Background: an optimization exercise with open tools, aiming at small area and a short achievable clock period. Do not read the settings as production practice. RTL that was checked went through simulation tests only; none was proved equivalent to the original. Power and IR drop assume default switching activity.

==> flow/design.v (excerpt) <==
module qu_front_end (
    input  logic                          clk,
    input  logic                          rst_n,
    input  logic                          redirect,
    input  logic [qu_pkg::pc_w-1:0]       redirect_pc,
    output logic [qu_pkg::pc_w-1:0]       imem_addr,
    input  logic [qu_pkg::instr_w-1:0]    imem_data,
    output logic [qu_pkg::preg_w-1:0]     rf_rd1_addr,
    output logic [qu_pkg::preg_w-1:0]     rf_rd2_addr,
    input  logic [qu_pkg::instr_w-1:0]    rf_rd1_data,
    input  logic [qu_pkg::instr_w-1:0]    rf_rd2_data,
    input  logic                          wb_valid,
    input  logic [qu_pkg::preg_w-1:0]     wb_preg,
    input  logic                          free_valid,
    input  logic [qu_pkg::preg_w-1:0]     free_preg,
    input  logic                          rs_credit,
    output logic                          rs_valid,
    output logic [qu_pkg::rs_entry_w-1:0] rs_entry
);
    localparam int np = qu_pkg::num_pregs;
    logic [31:0] pc;
    logic [6:0]  fd_opc;
    logic [2:0]  fd_f3;
    logic        fd_base;
    logic        fd_alt;
    logic        fd_op;
    logic        fd_opi;
    logic        fd_lui;
    logic [1:0]  fd_kind;
    assign imem_addr = pc;
    assign fd_opc = imem_data[6:0];
    assign fd_f3 = imem_data[14:12];
    assign fd_base = (imem_data[31:25] == qu_pkg::funct7_base);
    assign fd_alt = (imem_data[31:25] == qu_pkg::funct7_alt);
    assign fd_op = (fd_opc == qu_pkg::opc_op)
                   && (fd_base || (fd_alt && (fd_f3 == 3'b000 || fd_f3 == 3'b101)));
    assign fd_opi = (fd_opc == qu_pkg::opc_op_imm)
  ...
For scale: ~3,300 cells after synthesis, about 950 flip-flops.
clock: 5.0 ns
lec_check: 0
cap_margin: 20
core_margin: 2
core_utilization: 40
setup_slack_margin: 2.5
slew_margin: 20
run.sh (not shown) runs the stock make flow with config.mk's settings and CLKGATE_MAP_FILE= SYNTH_SCRIPT=/design/flow/synth_recipe.tcl, a recipe that flattens the netlist after the stock synthesis.
The starting point ran to the end with no violations.
Rerun with:
==> flow/flow/run.sh (new file) <==
#!/bin/bash
# Standard layout, with the port buffers made from buf_2 cells instead of
# the buffer that buffer_ports picks by default.
set -euo pipefail
echo "export BUFFER_PORTS_ARGS = -buffer_cell sky130_fd_sc_hd__buf_2" >> config.mk
bash standard.sh > standard_flow.log 2>&1
==> flow/standard.sh (new file) <==
#!/bin/bash
# synth_recipe.tcl (not shown) runs the flow's synth.tcl, then flattens the netlist and writes it again
# the make line also repeats each setting of config.mk as NAME=value (left out here)
make -C /OpenROAD-flow-scripts/flow DESIGN_CONFIG=/design/flow/config.mk WORK_HOME=/design/flow/orfs CLKGATE_MAP_FILE= SYNTH_SCRIPT=/design/flow/synth_recipe.tcl "${@:-finish}"
BUFFER_PORTS_ARGS = -buffer_cell sky130_fd_sc_hd__buf_2   (was not set)
removed: flow/run.sh
What happened: Via count came out higher by 0.72%; core utilization is lower by 1.6 points; clock-buffer cell count increases by 8; power is about the same; global-route usage drops by 0.20 points; design area fell by 3.0%; wire length rises by 0.71%.
No functional check of the RTL was part of any run of this note.

---

Another version of the RTL of qu_front_end (not shown whole).
For scale: roughly 3600 cells after synthesis, about 910 flip-flops, ~370 I/O pins, about 42000 µm² of cells after synthesis.
clock: 5.0 ns
lec_check: 0
abc_clock_period_in_ps: 2000
cap_margin: 20
core_margin: 2
core_utilization: 60
setup_slack_margin: 3.0
slew_margin: 20
Stock flow here: none of the scripts above is used.
The starting point never finished: it broke off in global routing.
Next try:
- ABC_CLOCK_PERIOD_IN_PS: 2000 -> 2500
- CORE_UTILIZATION: 60 -> 40
- SETUP_SLACK_MARGIN: 3.0 -> 2.5
With this change the flow produced a clean layout; synthesized area does not change; synthesized cell count is unchanged.
Next try:
- ABC_CLOCK_PERIOD_IN_PS: 2500 -> unset
- SETUP_SLACK_MARGIN: 2.5 -> unset
Global-route usage falls by 4.5 points.
Via count falls by 13%.
Critical path depth falls by 1.
Clock skew is about the same.

---

exp/cedar:
qu_front_end, a different RTL version from the one above (not shown whole).
Size: roughly 3200 cells after synthesis, roughly 970 flip-flops, ~370 I/O pins.
export LEC_CHECK = 0
export CAP_MARGIN = 20
export CORE_MARGIN = 2
export CORE_UTILIZATION = 40
export CTS_CLUSTER_DIAMETER = 100
export CTS_CLUSTER_SIZE = 22
export SETUP_SLACK_MARGIN = 2.9
export SLEW_MARGIN = 20
export BUFFER_PORTS_ARGS = -buffer_cell sky130_fd_sc_hd__buf_2
create_clock -name core_clock -period 5.0 [get_ports {clk}]
standard.sh (not shown) runs the stock make flow with config.mk's settings and CLKGATE_MAP_FILE= SYNTH_SCRIPT=/design/flow/synth_recipe.tcl, a recipe that flattens the netlist after the stock synthesis.
==> flow/flow/run.sh <==
#!/bin/bash
# Standard layout, with the port buffers made from buf_2 cells instead of
# the buffer that buffer_ports picks by default.
set -euo pipefail
echo "export BUFFER_PORTS_ARGS = -buffer_cell sky130_fd_sc_hd__buf_2" >> config.mk
bash standard.sh > standard_flow.log 2>&1
--- input diff exp/cedar..exp/nickel ---
- SETUP_SLACK_MARGIN changed from 2.9 to 2.6
- CORE_UTILIZATION changed from 40 to 52
==> comparison <==
Power in exp/nickel is about 7% lower than in exp/cedar. Summary of exp/nickel over exp/cedar: number of buffers inserted by hold repair at cts ~0 delta, post-layout minimum cycle time grew by 0.029 ns, mean number of vias per cell moved up, actual slew at the worst max-slew pin higher. A origin of the worst setup path of m_op[1] is what exp/cedar shows, while f_mem[0][25] belongs to exp/nickel. In the metrics for exp/nickel and exp/cedar, the one carrying the lower met3 capacity usage during global routing is exp/cedar.
--- input diff exp/nickel..exp/delta ---
- swapping 52 for 40 in CORE_UTILIZATION
Notes after the runs:
- exp/delta completed every stage of the flow, and the final layout passed the timing, DRC and antenna checks.
- exp/nickel → exp/delta: total power density per cell area moved down; first-pass GRT wire length shows an increase of 3900 um.
- exp/nickel → exp/delta: part of the cycle the worst path needs grew by 0.28 points; met1 track utilization from global routing shrank by 10 points; worst slack at placement grew by 0.048 ns.
- Taking exp/nickel as the reference point, the sequential cell area share of exp/delta falls by 2.0 points.
- Per the comparison of exp/delta with exp/nickel, maximum frequency has decreased, power dissipated by switching net loads moved up, combinational-cell power consumption rose by about 10%.
- Looking at internal power contribution, exp/delta sits 4.6% above exp/nickel.
- Area of the die: exp/delta > exp/nickel
No functional check of the RTL was part of any run of this note.

---

== v11 ==
qu_front_end, a different RTL version from the one above (not shown whole).
Size: about 3200 cells after synthesis, ~910 flip-flops, about 39000 sq um of cells after synthesis.
Settings: LEC_CHECK=0, CAP_MARGIN=20, CORE_MARGIN=2, CORE_UTILIZATION=40, SETUP_SLACK_MARGIN=2.1, SLEW_MARGIN=20; clock period 5.0 ns.
run.sh (not shown) runs the stock make flow with config.mk's settings and CLKGATE_MAP_FILE= SYNTH_SCRIPT=/design/flow/synth_recipe.tcl, a recipe that flattens the netlist after the stock synthesis.
Stock flow here: none of the scripts above is used.
v11 ended with every stage complete and zero timing, DRC or antenna violations.
For v3, these inputs were changed with respect to v11:
# v11
export LEC_CHECK = 0
export CAP_MARGIN = 20
export CORE_MARGIN = 2
export CORE_UTILIZATION = 40
export SETUP_SLACK_MARGIN = 2.1
export SLEW_MARGIN = 20
create_clock -name core_clock -period 5.0 [get_ports {clk}]
# v3
export LEC_CHECK = 0
export CAP_MARGIN = 20
export CORE_MARGIN = 2
export CORE_UTILIZATION = 40
export SETUP_SLACK_MARGIN = 2.5
export SLEW_MARGIN = 20
create_clock -name core_clock -period 5.0 [get_ports {clk}]
Results
- v3 went all the way through the flow, and no timing, DRC or antenna check failed.
- Looking at data arrival time of the critical path, v3 sits 0.14 ns below v11.
- Final setup violation count came out exactly the same in v3 and v11.
- Routed wire length, v3 and v11: higher on v3
Function was not checked in any run of this note: the RTL went through the layout flow alone.

---

== run a ==
Another version of the RTL of qu_front_end (not shown whole).
Size in the first run: roughly 3,100 cells after synthesis, ~1,100 flip-flops, about 0.043 mm^2 of cells after synthesis.
clock: 5.0 ns
lec_check: 0
cap_margin: 20
core_margin: 2
core_utilization: 55
cts_cluster_diameter: 100
cts_cluster_size: 22
setup_slack_margin: 2.7
slew_margin: 20
buffer_ports_args: -inputs -buffer_cell sky130_fd_sc_hd__buf_1
pre_global_place_tcl: /design/flow/flow/pre_gpl.tcl
standard.sh (not shown) runs the stock make flow with config.mk's settings and CLKGATE_MAP_FILE= SYNTH_SCRIPT=/design/flow/synth_recipe.tcl, a recipe that flattens the netlist after the stock synthesis.
==> flow/flow/run.sh <==
#!/bin/bash
# Standard layout, with the port buffers chosen here: buf_1 on inputs and
# buf_2 on outputs, instead of the cell that buffer_ports picks by default.
set -euo pipefail
here=$(pwd)
cat > "$here/flow/pre_gpl.tcl" <<'TCL'
buffer_ports -outputs -buffer_cell sky130_fd_sc_hd__buf_2
TCL
cat >> config.mk <<EOC
export BUFFER_PORTS_ARGS = -inputs -buffer_cell sky130_fd_sc_hd__buf_1
export PRE_GLOBAL_PLACE_TCL = $here/flow/pre_gpl.tcl
EOC
bash standard.sh > standard_flow.log 2>&1
==> flow/flow/pre_gpl.tcl <==
buffer_ports -outputs -buffer_cell sky130_fd_sc_hd__buf_2
#### Input delta (run b over run a)
- CORE_UTILIZATION changed from 55 to 58
- SETUP_SLACK_MARGIN changed from 2.7 to 2.6
--- outcome ---
Going from run a to run b, area enclosed by the die boundary moved down, area growth from synthesis to final layout moved down. On run b: share of the clock period used by the worst path after layout is 1.9 points lower than what run a gave.
Function was not checked in any run of this note: the RTL went through the layout flow alone.

---

qu_front_end, a different RTL version from the one above (not shown whole).
For scale: ~370 I/O pins, roughly 42000 um2 of cells after synthesis.
clock: 5.0 ns
lec_check: 0
cap_margin: 20
core_margin: 2
core_utilization: 58
cts_cluster_diameter: 100
cts_cluster_size: 22
setup_slack_margin: 2.6
slew_margin: 20
buffer_ports_args: -inputs -buffer_cell sky130_fd_sc_hd__buf_1
pre_global_place_tcl: /design/flow/flow/pre_gpl.tcl
Scripts as last shown in full above: flow/flow/run.sh, flow/flow/pre_gpl.tcl
The first run produced a clean layout.
Rerun with:
==> flow/flow/run.sh (replaced) <==
#!/bin/bash
# Standard layout, with the port buffers made from buf_2 cells instead of
# the buffer that buffer_ports picks by default.
set -euo pipefail
echo "export BUFFER_PORTS_ARGS = -buffer_cell sky130_fd_sc_hd__buf_2" >> config.mk
bash standard.sh > standard_flow.log 2>&1
--- a/flow/config.mk
+++ b/flow/config.mk
@@ -13,4 +13,3 @@
 export SETUP_SLACK_MARGIN = 2.6
 export SLEW_MARGIN = 20
-export BUFFER_PORTS_ARGS = -inputs -buffer_cell sky130_fd_sc_hd__buf_1
-export PRE_GLOBAL_PLACE_TCL = /design/flow/flow/pre_gpl.tcl
+export BUFFER_PORTS_ARGS = -buffer_cell sky130_fd_sc_hd__buf_2
removed: flow/flow/pre_gpl.tcl
Result: The new run finished clean. Sequential share of layout area shrinks by 0.50 points. Maximum frequency grows by 15%. Design area grows by 0.94%. Worst hold slack barely changes. Register-to-register slack improved by 370 ps. Critical path depth grows by 2. Wire length shrinks by 2.6%. Setup slack improved by 370 ps. Area after synthesis is unchanged. Global-route usage shrinks by 1.1 points.

-- port drivers added, routing unchanged --
Ports are ideal in the flow. The routed layouts listed here were re-timed in OpenROAD. Step 1, drivers: a clkbuf_16 drives clk and a buf_2 each remaining input, both assumed. Step 2, shift: input delay + t, output delay - t, t = (earliest + latest rising clock arrival at the registers) / 2. This alone moves slack from input paths to output paths. Three values: ideal ports, drivers, drivers and shift; two values: the first two.
run	shift t [ns]	setup WS [ns]	worst hold slack (ns)
the first run of note 1	0.767	2.130 / 2.130 / 1.732	0.307 / 0.292 / 0.340
the second run of note 1	0.757	2.069 / 2.069 / 1.856	0.339 / 0.339 / 0.339
the second run of note 2	0.764	1.587 / 1.587 / 1.441	0.294 / 0.272 / 0.338
the third run of note 2	0.744	0.600 / 0.600 / 0.600	0.332 / 0.332 / 0.332
exp/cedar	0.757	2.510 / 2.483 / 2.301	0.233 / 0.217 / 0.344
exp/nickel	0.730	2.481 / 2.452 / 2.133	0.311 / 0.288 / 0.347
exp/delta	0.778	2.467 / 2.414 / 2.166	0.281 / 0.255 / 0.336
v11	0.753	1.751 / 1.751 / 1.687	0.313 / 0.301 / 0.314
v3	0.749	1.872 / 1.872 / 1.833	0.318 / 0.302 / 0.339
run a	0.736	2.427 / 2.355 / 2.191	0.320 / 0.320 / 0.320
run b	0.734	2.523 / 2.455 / 2.036	0.326 / 0.326 / 0.326
the first run of note 6	0.736	2.140 / 2.140 / 2.017	0.346 / 0.346 / 0.346
the second run of note 6	0.728	2.510 / 2.454 / 2.089	0.346 / 0.331 / 0.349
After both steps every run listed still meets setup and hold. For run b, which loses most, drivers alone change the setup slack by -0.068 ns; drivers and shift together by -0.487 ns.
